What follows belongs to an exercise in optimizing a design on an open flow for small area; a production flow would make more cautious choices. Function was checked by simulation only, so behaviour that the tests miss may differ from the original. Power and IR drop assume default switching activity.

Setup of before:
==> flow/design.v (excerpt) <==
module calc_core #(
  parameter  int WIDTH = 32,
  localparam int NIB   = WIDTH / 4,
  localparam int SHW   = $clog2(WIDTH)
) (
  input  logic               clk,
  input  logic               rst,
  input  logic [NIB-1:0]     inc_pulse,
  input  logic               dec,
  input  logic               sel,
  input  logic [3:0]         op,
  input  logic               start,
  output logic               busy,
  output logic               done,
  output logic [WIDTH-1:0]   opa,
  output logic [WIDTH-1:0]   opb,
  output logic [2*WIDTH-1:0] result,
  output logic [2*WIDTH-1:0] last_result,
  output logic               zf,
  output logic               sf,
  output logic               cf,
  output logic               of,
  output logic               err
);
For scale: about 1,300 cells after synthesis, ~13,000 um2 of cells after synthesis.
Settings: LEC_CHECK=0, CAP_MARGIN=40, CORE_MARGIN=2, CORE_UTILIZATION=40, SLEW_MARGIN=20; clock period 8.0 ns.
standard.sh (not shown) runs the stock make flow with config.mk's settings and CLKGATE_MAP_FILE= SYNTH_SCRIPT=/design/flow/synth_recipe.tcl, a recipe that flattens the netlist after the stock synthesis.
==> flow/flow/run.sh <==
#!/bin/bash
# The standard layout (standard.sh), with three changes:
#  - synthesis maps with an area-recovering ABC script (same Yosys flow,
#    same registers; only the ABC script differs), see abc.script
#  - port buffers use the smallest buffer cell
#  - CTS inserts no dummy loads and uses clkbuf_8 leaves
set -euo pipefail
here=$(pwd)
rm -rf "$here/scripts_abc"
cp -r "$FLOW_HOME/scripts" "$here/scripts_abc"
cp "$here/flow/abc.script" "$here/scripts_abc/abc_speed.script"
SCRIPTS_DIR="$here/scripts_abc" bash standard.sh synth > synth.log 2>&1
export BUFFER_PORTS_ARGS="-buffer_cell sky130_fd_sc_hd__buf_1"
export CTS_ARGS="-sink_clustering_enable -repair_clock_nets -dont_use_dummy_load -buf_list sky130_fd_sc_hd__clkbuf_8 -sink_clustering_size 20 -sink_clustering_max_diameter 60"
bash standard.sh finish > layout.log 2>&1
==> flow/flow/abc.script <==
strash
dch -f
amap -m -F 4 -A 8
topo
buffer -c
topo
stime -c
upsize -c
dnsize -c
Per the final summary, before finished and its layout is clean on timing, DRC and antenna.
Inputs modified between before and after:
==> flow/flow/abc.script <==
&get -n
&st
&dch
&nf -R 1000
&put
buffer -c
topo
stime -c
upsize -c
dnsize -c
==> comparison <==
Met1 track demand over resource: after < before
The lower number of library cell types mapped by synthesis came out of before.
Summary — global-route usage, after relative to before: lower, by 3.6 points.

========
The RTL this note starts from:
==> flow/design.v <==
module calc_core #(
  parameter  int WIDTH = 32,
  localparam int NIB   = WIDTH / 4,
  localparam int SHW   = $clog2(WIDTH)
) (
  input  logic               clk,
  input  logic               rst,
  input  logic [NIB-1:0]     inc_pulse,
  input  logic               dec,
  input  logic               sel,
  input  logic [3:0]         op,
  input  logic               start,
  output logic               busy,
  output logic               done,
  output logic [WIDTH-1:0]   opa,
  output logic [WIDTH-1:0]   opb,
  output logic [2*WIDTH-1:0] result,
  output logic [2*WIDTH-1:0] last_result,
  output logic               zf,
  output logic               sf,
  output logic               cf,
  output logic               of,
  output logic               err
);
  localparam int W2 = 2 * WIDTH;
  logic             busy_q, done_q, zv_q, wb_q, cq_q;
  logic [SHW+1:0]   cnt_q;
  logic [3:0]       opr_q;
  logic [WIDTH-1:0] x_q, y_q, opa_q, opb_q;
  logic [W2-1:0]    res_q, last_q;
  logic             sf_q, cf_q, of_q, err_q;
  logic o_add, o_sub, o_mul, o_div, o_and, o_or, o_nor, o_not, o_slt, o_sltu;
  logic o_shl, o_shr, o_sra, o_rol, o_pass, o_addsub, o_cmp, o_logic;
  always_comb begin
    o_add    = opr_q == 4'h0;
    o_sub    = opr_q == 4'h1;
    o_mul    = opr_q == 4'h2;
    o_div    = opr_q == 4'h3;
    o_and    = opr_q == 4'h4;
    o_or     = opr_q == 4'h5;
    o_nor    = opr_q == 4'h6;
    o_not    = opr_q == 4'h7;
    o_slt    = opr_q == 4'h8;
    o_sltu   = opr_q == 4'h9;
    o_shl    = opr_q == 4'hA;
    o_shr    = opr_q == 4'hB;
    o_sra    = opr_q == 4'hC;
    o_rol    = opr_q == 4'hD;
    o_pass   = opr_q == 4'hE;
    o_cmp    = o_slt | o_sltu;
    o_addsub = o_add | o_sub;
    o_logic  = o_and | o_or | o_nor | o_not | o_pass;
  end
  logic [SHW+1:0] cnt_inc;
  logic [1:0]     hi;
  logic [SHW-1:0] tgt;
  logic           last, lmid, fin, c_lo, c_mid;
  always_comb begin
    cnt_inc = cnt_q + 1'b1;
    hi      = (o_shr | o_sra | o_div | o_sub) ? 2'b11 : (o_logic ? 2'b10 : 2'b01);
    tgt     = (o_shl | o_rol) ? opb_q[SHW-1:0] : '0;
    last    = (cnt_inc == {hi, tgt});
    lmid    = (cnt_q == {2'b00, {SHW{1'b1}}});
    fin     = busy_q && last;
    c_lo    = cnt_q[SHW+1:SHW] == 2'b00;             
    c_mid   = cnt_q[SHW+1:SHW] == 2'b01;             
  end
  logic             xa, yb, fbit, cout, q, lt, x0in, pre, c, cb;
  logic             sel_s, sel_t;
  logic [WIDTH-1:0] t, u, s, xi, x_step, y_step;
  always_comb begin
    xa = x_q[WIDTH-1];
    yb = y_q[WIDTH-1];
    if (o_mul || (o_logic && c_lo))
      fbit = 1'b0;
    else if (o_div || ((o_sub || o_cmp) && c_lo))
      fbit = ~xa;
    else if (o_rol && !c_lo)
      fbit = yb;
    else if (o_logic)
      fbit = o_and ? (xa & yb) : o_or ? (xa | yb) : o_nor ? ~(xa | yb)
           : o_not ? ~xa : xa;
    else
      fbit = xa;
    t = {y_q[WIDTH-2:0], fbit};
    cb = 1'b0;
    for (int k = 0; k < 4; k++) begin
      c = 1'b0;
      for (int j = 0; j < 8; j++) begin
        u[8*k+j] = t[8*k+j] ^ opb_q[8*k+j] ^ c;
        c = (t[8*k+j] & opb_q[8*k+j]) | (t[8*k+j] & c) | (opb_q[8*k+j] & c);
      end
      if (k == 0) begin
        s[7:0] = u[7:0];
        cb     = c;
      end else begin
        pre = 1'b1;
        for (int j = 0; j < 8; j++) begin
          s[8*k+j] = u[8*k+j] ^ (cb & pre);
          pre      = pre & u[8*k+j];
        end
        cb = c | (cb & pre);
      end
    end
    cout = cb;
    q    = ~(yb & cout);
    lt   = (o_slt && (opa_q[WIDTH-1] != opb_q[WIDTH-1])) ? opa_q[WIDTH-1] : cout;
    sel_s = (o_mul && xa) || (o_div && c_lo && q) ||
            ((o_add || o_sub || o_logic) && lmid);
    sel_t = !sel_s && !(o_cmp && lmid);
    y_step = sel_s ? s : (sel_t ? t : {{(WIDTH-1){1'b0}}, lt});
    xi  = x_q;
    pre = cq_q;
    for (int j = 0; j < WIDTH; j++) begin
      xi[j] = x_q[j] ^ pre;
      pre   = pre & x_q[j];
    end
    if (o_mul || ((o_shr || o_sra) && !cnt_q[SHW+1]) || (o_div && !c_lo))
      x0in = yb;
    else if (o_logic && c_lo)
      x0in = xa;
    else if (o_div)
      x0in = ~q;
    else
      x0in = o_sub && c_mid && ~yb;
    x_step = {xi[WIDTH-2:0], x0in};
  end
  logic             i_shift;
  always_comb begin
    i_shift = op[3] && (op[2:1] == 2'b01 || op[2:0] == 3'b100 || op[2:0] == 3'b101);
  end
  logic [WIDTH-1:0] opa_d, opb_d;
  logic             edit;
  function automatic logic [3:0] tog(input logic [3:0] n, input logic d, input logic en);
    logic [3:0] tt;
    tt[0] = en;
    tt[1] = tt[0] & (n[0] ^ d);
    tt[2] = tt[1] & (n[1] ^ d);
    tt[3] = tt[2] & (n[2] ^ d);
    tog = n ^ tt;
  endfunction
  always_comb begin
    edit  = !busy_q && !start;
    for (int i = 0; i < NIB; i++) begin
      opa_d[4*i +: 4] = tog(opa_q[4*i +: 4], dec, edit && inc_pulse[i] && !sel);
      opb_d[4*i +: 4] = tog(opb_q[4*i +: 4], dec, edit && inc_pulse[i] && sel);
    end
  end
  logic bz;
  assign bz = (opb_q == '0);
  logic wb_a, wb_b, wb_s, wb_cf, wb_of;
  always_comb begin
    wb_a  = opa_q[WIDTH-1];
    wb_b  = opb_q[WIDTH-1] ^ o_sub;
    wb_s  = y_q[WIDTH-1];
    wb_cf = (wb_a & wb_b) | ((wb_a | wb_b) & !wb_s);
    wb_of = (wb_a == wb_b) && (wb_s != wb_a);
  end
  always_ff @(posedge clk) begin
    if (busy_q) begin
      x_q   <= x_step;
      y_q   <= y_step;
      cnt_q <= cnt_inc;
      wb_q  <= fin;
      cq_q  <= o_mul && xa && cout;
    end else begin
      x_q   <= i_shift ? res_q[WIDTH-1:0] : opa_q;
      y_q   <= {WIDTH{(op == 4'hC && res_q[WIDTH-1]) || op == 4'h3}};
      cnt_q <= {2'b00, (op == 4'hB || op == 4'hC) ? opb_q[SHW-1:0] : {SHW{1'b0}}};
      wb_q  <= 1'b0;
      cq_q  <= 1'b0;
      opr_q <= op;
    end
  end
  always_ff @(posedge clk or posedge rst) begin
    if (rst) begin
      busy_q <= 1'b0;
      done_q <= 1'b0;
      opa_q  <= '0;
      opb_q  <= '0;
      res_q  <= '0;
      last_q <= '0;
      zv_q   <= 1'b0;
      sf_q   <= 1'b0;
      cf_q   <= 1'b0;
      of_q   <= 1'b0;
      err_q  <= 1'b0;
    end else begin
      opa_q  <= opa_d;
      opb_q  <= opb_d;
      done_q <= (busy_q && wb_q) || (!busy_q && start && op == 4'hF);
      if (busy_q) begin
        if (wb_q) busy_q <= 1'b0;
      end else if (start && op != 4'hF) begin
        busy_q <= 1'b1;
      end
      if (!busy_q && start && op == 4'hF) err_q <= 1'b1;
      if (busy_q && wb_q) begin
        res_q  <= {xi, y_q};
        last_q <= res_q;
        zv_q   <= 1'b1;
        sf_q   <= o_mul ? xi[WIDTH-1] : y_q[WIDTH-1];
        cf_q   <= o_addsub && wb_cf;
        of_q   <= o_addsub && wb_of;
        err_q  <= o_div && bz;
      end
    end
  end
  assign busy        = busy_q;
  assign done        = done_q;
  assign opa         = opa_q;
  assign opb         = opb_q;
  assign result      = res_q;
  assign last_result = last_q;
  assign zf          = zv_q && (res_q == '0);
  assign sf          = sf_q;
  assign cf          = cf_q;
  assign of          = of_q;
  assign err         = err_q;
endmodule
clock: 8.0 ns
lec_check: 0
cap_margin: 10
core_margin: 2
core_utilization: 55
slew_margin: 10
==> flow/flow/run.sh <==
#!/bin/bash
# The standard layout (standard.sh), with three changes:
#  - synthesis maps with an area-recovering ABC script (same Yosys flow,
#    same registers; only the ABC script differs), see abc.script
#  - port buffers use the smallest buffer cell
#  - CTS inserts no dummy loads and uses small (clkbuf_4) leaf clusters
set -euo pipefail
here=$(pwd)
rm -rf "$here/scripts_abc"
cp -r "$FLOW_HOME/scripts" "$here/scripts_abc"
cp "$here/flow/abc.script" "$here/scripts_abc/abc_speed.script"
SCRIPTS_DIR="$here/scripts_abc" bash standard.sh synth > synth.log 2>&1
export BUFFER_PORTS_ARGS="-buffer_cell sky130_fd_sc_hd__buf_1"
export CTS_ARGS="-sink_clustering_enable -repair_clock_nets -dont_use_dummy_load -buf_list sky130_fd_sc_hd__clkbuf_4 -sink_clustering_size 10 -sink_clustering_max_diameter 40"
bash standard.sh finish > layout.log 2>&1
==> flow/flow/abc.script <==
strash
dch -f
amap -m -F 4 -A 8
topo
stime -c
dnsize -c
The starting point finished with timing, DRC and antenna clean.
Next try:
--- a/flow/flow/run.sh
+++ b/flow/flow/run.sh
@@ -13,3 +13,3 @@
 export BUFFER_PORTS_ARGS="-buffer_cell sky130_fd_sc_hd__buf_1"
-export CTS_ARGS="-sink_clustering_enable -repair_clock_nets -dont_use_dummy_load -buf_list sky130_fd_sc_hd__clkbuf_4 -sink_clustering_size 10 -sink_clustering_max_diameter 40"
+export CTS_ARGS="-sink_clustering_enable -repair_clock_nets -dont_use_dummy_load -buf_list sky130_fd_sc_hd__clkbuf_4 -sink_clustering_size 12 -sink_clustering_max_diameter 45"
 bash standard.sh finish > layout.log 2>&1
==> flow/flow/abc.script (replaced) <==
strash
dch -f
amap -m -F 4 -A 8
topo
buffer -c
topo
stime -c
dnsize -c
The changed run went through all stages and came out clean.
Sequential cell count does not change.
Setup slack improved by 170 ps.
Power shrinks slightly.
Via count fell slightly.
Die area rose by a few percent.
Cell area barely changes.
Register-to-register slack is better by 170 ps.
Wire length went up slightly.
Next try:
--- a/flow/flow/run.sh
+++ b/flow/flow/run.sh
@@ -13,3 +13,3 @@
 export BUFFER_PORTS_ARGS="-buffer_cell sky130_fd_sc_hd__buf_1"
-export CTS_ARGS="-sink_clustering_enable -repair_clock_nets -dont_use_dummy_load -buf_list sky130_fd_sc_hd__clkbuf_4 -sink_clustering_size 12 -sink_clustering_max_diameter 45"
+export CTS_ARGS="-sink_clustering_enable -repair_clock_nets -dont_use_dummy_load -buf_list sky130_fd_sc_hd__clkbuf_4 -sink_clustering_size 10 -sink_clustering_max_diameter 40"
 bash standard.sh finish > layout.log 2>&1
PLACE_DENSITY = 0.8   (was not set)
Result: Total power came out higher by 0.38%; worst hold slack hardly moves; routed wire length is lower by 1.3%; utilization stays flat; critical path depth does not change; fmax decreases by 1.9%.
Next try:
PLACE_DENSITY = not set   (was 0.8)
Effect:
- worst hold slack barely changes
- final cell count stays flat
- synthesized cell count does not change
- register-to-register slack improved by 160 ps
- area after synthesis is unchanged
- maximum frequency went up by 2.3%
- sequential power is about the same
- total power is about the same
- wire length went up by 1.2%

========
## run A
Another version of the RTL of calc_core (not shown whole).
For scale: roughly 1300 cells after synthesis, about 280 flip-flops, ~220 I/O pins, roughly 13000 um^2 of cells after synthesis.
export LEC_CHECK = 0
export CAP_MARGIN = 0
export CORE_MARGIN = 2
export CORE_UTILIZATION = 55
export SLEW_MARGIN = 0
create_clock -name core_clock -period 8.0 [get_ports {clk}]
==> flow/flow/run.sh <==
#!/bin/bash
# The standard layout (standard.sh), with three changes:
#  - synthesis maps with an area-recovering ABC script (same Yosys flow,
#    same registers; only the ABC script differs), see abc.script
#  - port buffers use the smallest buffer cell
#  - CTS inserts no dummy loads and uses clkbuf_8 leaves
set -euo pipefail
here=$(pwd)
rm -rf "$here/scripts_abc"
cp -r "$FLOW_HOME/scripts" "$here/scripts_abc"
cp "$here/flow/abc.script" "$here/scripts_abc/abc_speed.script"
SCRIPTS_DIR="$here/scripts_abc" bash standard.sh synth > synth.log 2>&1
export BUFFER_PORTS_ARGS="-buffer_cell sky130_fd_sc_hd__buf_1"
export CTS_ARGS="-sink_clustering_enable -repair_clock_nets -dont_use_dummy_load -buf_list sky130_fd_sc_hd__clkbuf_4 -sink_clustering_size 10 -sink_clustering_max_diameter 40"
bash standard.sh finish > layout.log 2>&1
==> flow/flow/abc.script <==
strash
dch -f
amap -m -F 4 -A 8
topo
buffer -c
topo
stime -c
dnsize -c
#### Input delta (run B over run A)
diff --git a/flow/flow/run.sh b/flow/flow/run.sh
--- a/flow/flow/run.sh
+++ b/flow/flow/run.sh
@@ -14 +14 @@
-export CTS_ARGS="-sink_clustering_enable -repair_clock_nets -dont_use_dummy_load -buf_list sky130_fd_sc_hd__clkbuf_4 -sink_clustering_size 10 -sink_clustering_max_diameter 40"
+export CTS_ARGS="-sink_clustering_enable -repair_clock_nets -dont_use_dummy_load -buf_list sky130_fd_sc_hd__clkbuf_8 -sink_clustering_size 16 -sink_clustering_max_diameter 60"
==> flow/flow/abc.script <==
strash
dch -f
amap -m -F 4 -A 8
topo
stime -c
dnsize -c
diff --git a/flow/config.mk b/flow/config.mk
--- a/flow/config.mk
+++ b/flow/config.mk
@@ -8 +8 @@
-export CAP_MARGIN = 0
+export CAP_MARGIN = 40
@@ -10,2 +10,2 @@
-export CORE_UTILIZATION = 55
-export SLEW_MARGIN = 0
+export CORE_UTILIZATION = 40
+export SLEW_MARGIN = 20
The lower global-route usage came out of run B.
Compared with run A, run B ends up with a larger final cell area.
Measured against each other, run A and run B differ in number of stages on the worst setup path, the lower figure coming from run B.
Run B vs run A — internal power rose about 2.5%.
Changes observed in run B relative to run A: utilization after layout dropped 15 points; power consumption +about 1.7%.
[run B] met3 usage in global routing fell 1.1 points relative to run A
| wire length | lower: run A |
--- input diff run B..run C ---
diff --git a/flow/flow/run.sh b/flow/flow/run.sh
--- a/flow/flow/run.sh
+++ b/flow/flow/run.sh
@@ -14 +14 @@
-export CTS_ARGS="-sink_clustering_enable -repair_clock_nets -dont_use_dummy_load -buf_list sky130_fd_sc_hd__clkbuf_8 -sink_clustering_size 16 -sink_clustering_max_diameter 60"
+export CTS_ARGS="-sink_clustering_enable -repair_clock_nets -dont_use_dummy_load -buf_list sky130_fd_sc_hd__clkbuf_4 -sink_clustering_size 10 -sink_clustering_max_diameter 40"
==> flow/flow/abc.script <==
strash
dch -f
amap -m -F 4 -A 8
topo
buffer -c
topo
stime -c
dnsize -c
diff --git a/flow/config.mk b/flow/config.mk
--- a/flow/config.mk
+++ b/flow/config.mk
@@ -8 +8 @@
-export CAP_MARGIN = 40
+export CAP_MARGIN = 10
@@ -10,2 +10,2 @@
-export CORE_UTILIZATION = 40
-export SLEW_MARGIN = 20
+export CORE_UTILIZATION = 55
+export SLEW_MARGIN = 10
## What came out
Run C vs. run B: number of clock-tree buffers in the layout now sits higher, final cycle utilization of the critical path now sits lower, total detailed-routing wirelength now sits lower, post-placement worst setup slack now sits higher, half-perimeter wire length after detailed placement now sits lower. Most crowded layer after global routing: met2 -> run C, met1 -> run B. The relative slew slack of run C falls short of that of run B by 18 points. In run C the global routing met3 resource utilization turned out 1.1 points higher than in run B. In the metrics for run C and run B, the one carrying the lower share of total power in the clock network is run C. Run C vs run B: routed length on met2 down.
Input-level comparison between run D and run C:
diff --git a/flow/config.mk b/flow/config.mk
--- a/flow/config.mk
+++ b/flow/config.mk
@@ -8 +8 @@
-export CAP_MARGIN = 10
+export CAP_MARGIN = 40
@@ -10,2 +10,2 @@
-export CORE_UTILIZATION = 55
-export SLEW_MARGIN = 10
+export CORE_UTILIZATION = 40
+export SLEW_MARGIN = 20
## What came out
- Run C and run D ended up with nearly the same clock latency at the later pin of the worst-skew pair.
- When run D is set beside run C, its total net switching power turns out to be 2.1% larger.
- [compare] base=run C new=run D: layout overhead on the synthesized area shows an increase of 2.1 points; critical path depth shows a reduction of 1; combinational power shows an increase of about 2%; total sequential power shows no meaningful change.
- Having completed the whole flow, run D delivered a layout that passed the timing, design-rule and antenna checks.
For run E, these inputs were changed with respect to run D:
diff --git a/flow/config.mk b/flow/config.mk
--- a/flow/config.mk
+++ b/flow/config.mk
@@ -10,0 +11 @@
+export GPL_TIMING_DRIVEN = 0
==> comparison <==
The pin count of the biggest net entering global routing in run E sits 6 below the value recorded for run D. The estimated power of run E ends up higher than the estimate for run D. Total of fill cells in the finished design: run D and run E compared, lower one is run D.
The inputs of run F differ from those of run E as listed below.
diff --git a/flow/flow/run.sh b/flow/flow/run.sh
--- a/flow/flow/run.sh
+++ b/flow/flow/run.sh
@@ -14 +14 @@
-export CTS_ARGS="-sink_clustering_enable -repair_clock_nets -dont_use_dummy_load -buf_list sky130_fd_sc_hd__clkbuf_4 -sink_clustering_size 10 -sink_clustering_max_diameter 40"
+export CTS_ARGS="-sink_clustering_enable -repair_clock_nets -dont_use_dummy_load -buf_list sky130_fd_sc_hd__clkbuf_8 -sink_clustering_size 16 -sink_clustering_max_diameter 60"
diff --git a/flow/config.mk b/flow/config.mk
--- a/flow/config.mk
+++ b/flow/config.mk
@@ -11 +10,0 @@
-export GPL_TIMING_DRIVEN = 0
--- outcome ---
Compared with run E, in run F final cell count fell by 4.1%, largest net degree at the start of global routing rose by 6.
Worst path setup slack after routing, run E and run F, higher one = run F.
For run F, the cell with the largest stage delay on the worst path was sky130_fd_sc_hd__a2111oi_1, unlike run E, where it was sky130_fd_sc_hd__edfxtp_1.
Power in combinational cells delta for run F relative to run E: about 2% lower
In run F relative to run E, placed cell area had gone down slightly.
Run E finished every stage and its layout cleared the timing, design-rule and antenna checks.
Run F did not stop at any stage, and its layout met the timing, design-rule and antenna checks.
Sequential fraction of the synthesis area essentially unchanged between run F and run E.
From run E to run F the numbers moved as follows: power fell about 0.45%, final area fell 140 um^2.

[separate check: timing with driven ports]
No port has a modelled driver above. Below, the same layouts with a new extraction and two added sets of constraints. Step 1: set_driving_cell puts a clkbuf_16 on clk and a buf_2 on each other input, an assumption about the parent block. Step 2 moves the port delays by t, midway between the first and last clock arrival at a register: inputs arrive t later, outputs are due t later. That takes back most of the time a late clock gives input paths. a / b / c = no drivers / after step 1 / after step 2; a / b = the first two.
run | t (ns) | slack for setup (ns) | hold slack, ns | latest minus earliest clock arrival (ns)
before | 0.617 | 0.724 / 0.724 / 0.724 | 0.475 / 0.475 / 0.475 | 0.043 / 0.043
after | 0.599 | 0.892 / 0.892 / 0.892 | 0.482 / 0.482 / 0.482 | 0.056 / 0.057
the first run of note 2 | 0.664 | 0.719 / 0.719 / 0.719 | 0.441 / 0.441 / 0.441 | 0.095 / 0.095
the second run of note 2 | 0.667 | 0.886 / 0.886 / 0.886 | 0.484 / 0.484 / 0.484 | 0.076 / 0.076
the third run of note 2 | 0.665 | 0.747 / 0.747 / 0.747 | 0.484 / 0.484 / 0.484 | 0.082 / 0.081
the fourth run of note 2 | 0.672 | 0.911 / 0.911 / 0.911 | 0.483 / 0.483 / 0.483 | 0.072 / 0.072
run A | 0.663 | 0.797 / 0.797 / 0.797 | 0.453 / 0.453 / 0.453 | 0.081 / 0.081
run B | 0.610 | 0.683 / 0.683 / 0.683 | 0.475 / 0.475 / 0.475 | 0.064 / 0.064
run C | 0.663 | 0.797 / 0.797 / 0.797 | 0.453 / 0.453 / 0.453 | 0.081 / 0.081
run D | 0.677 | 0.659 / 0.659 / 0.659 | 0.435 / 0.435 / 0.435 | 0.087 / 0.087
run E | 0.679 | 0.542 / 0.542 / 0.542 | 0.446 / 0.446 / 0.446 | 0.099 / 0.098
run F | 0.599 | 0.682 / 0.682 / 0.682 | 0.434 / 0.434 / 0.434 | 0.039 / 0.039
After both steps setup and hold are still met in every run listed.
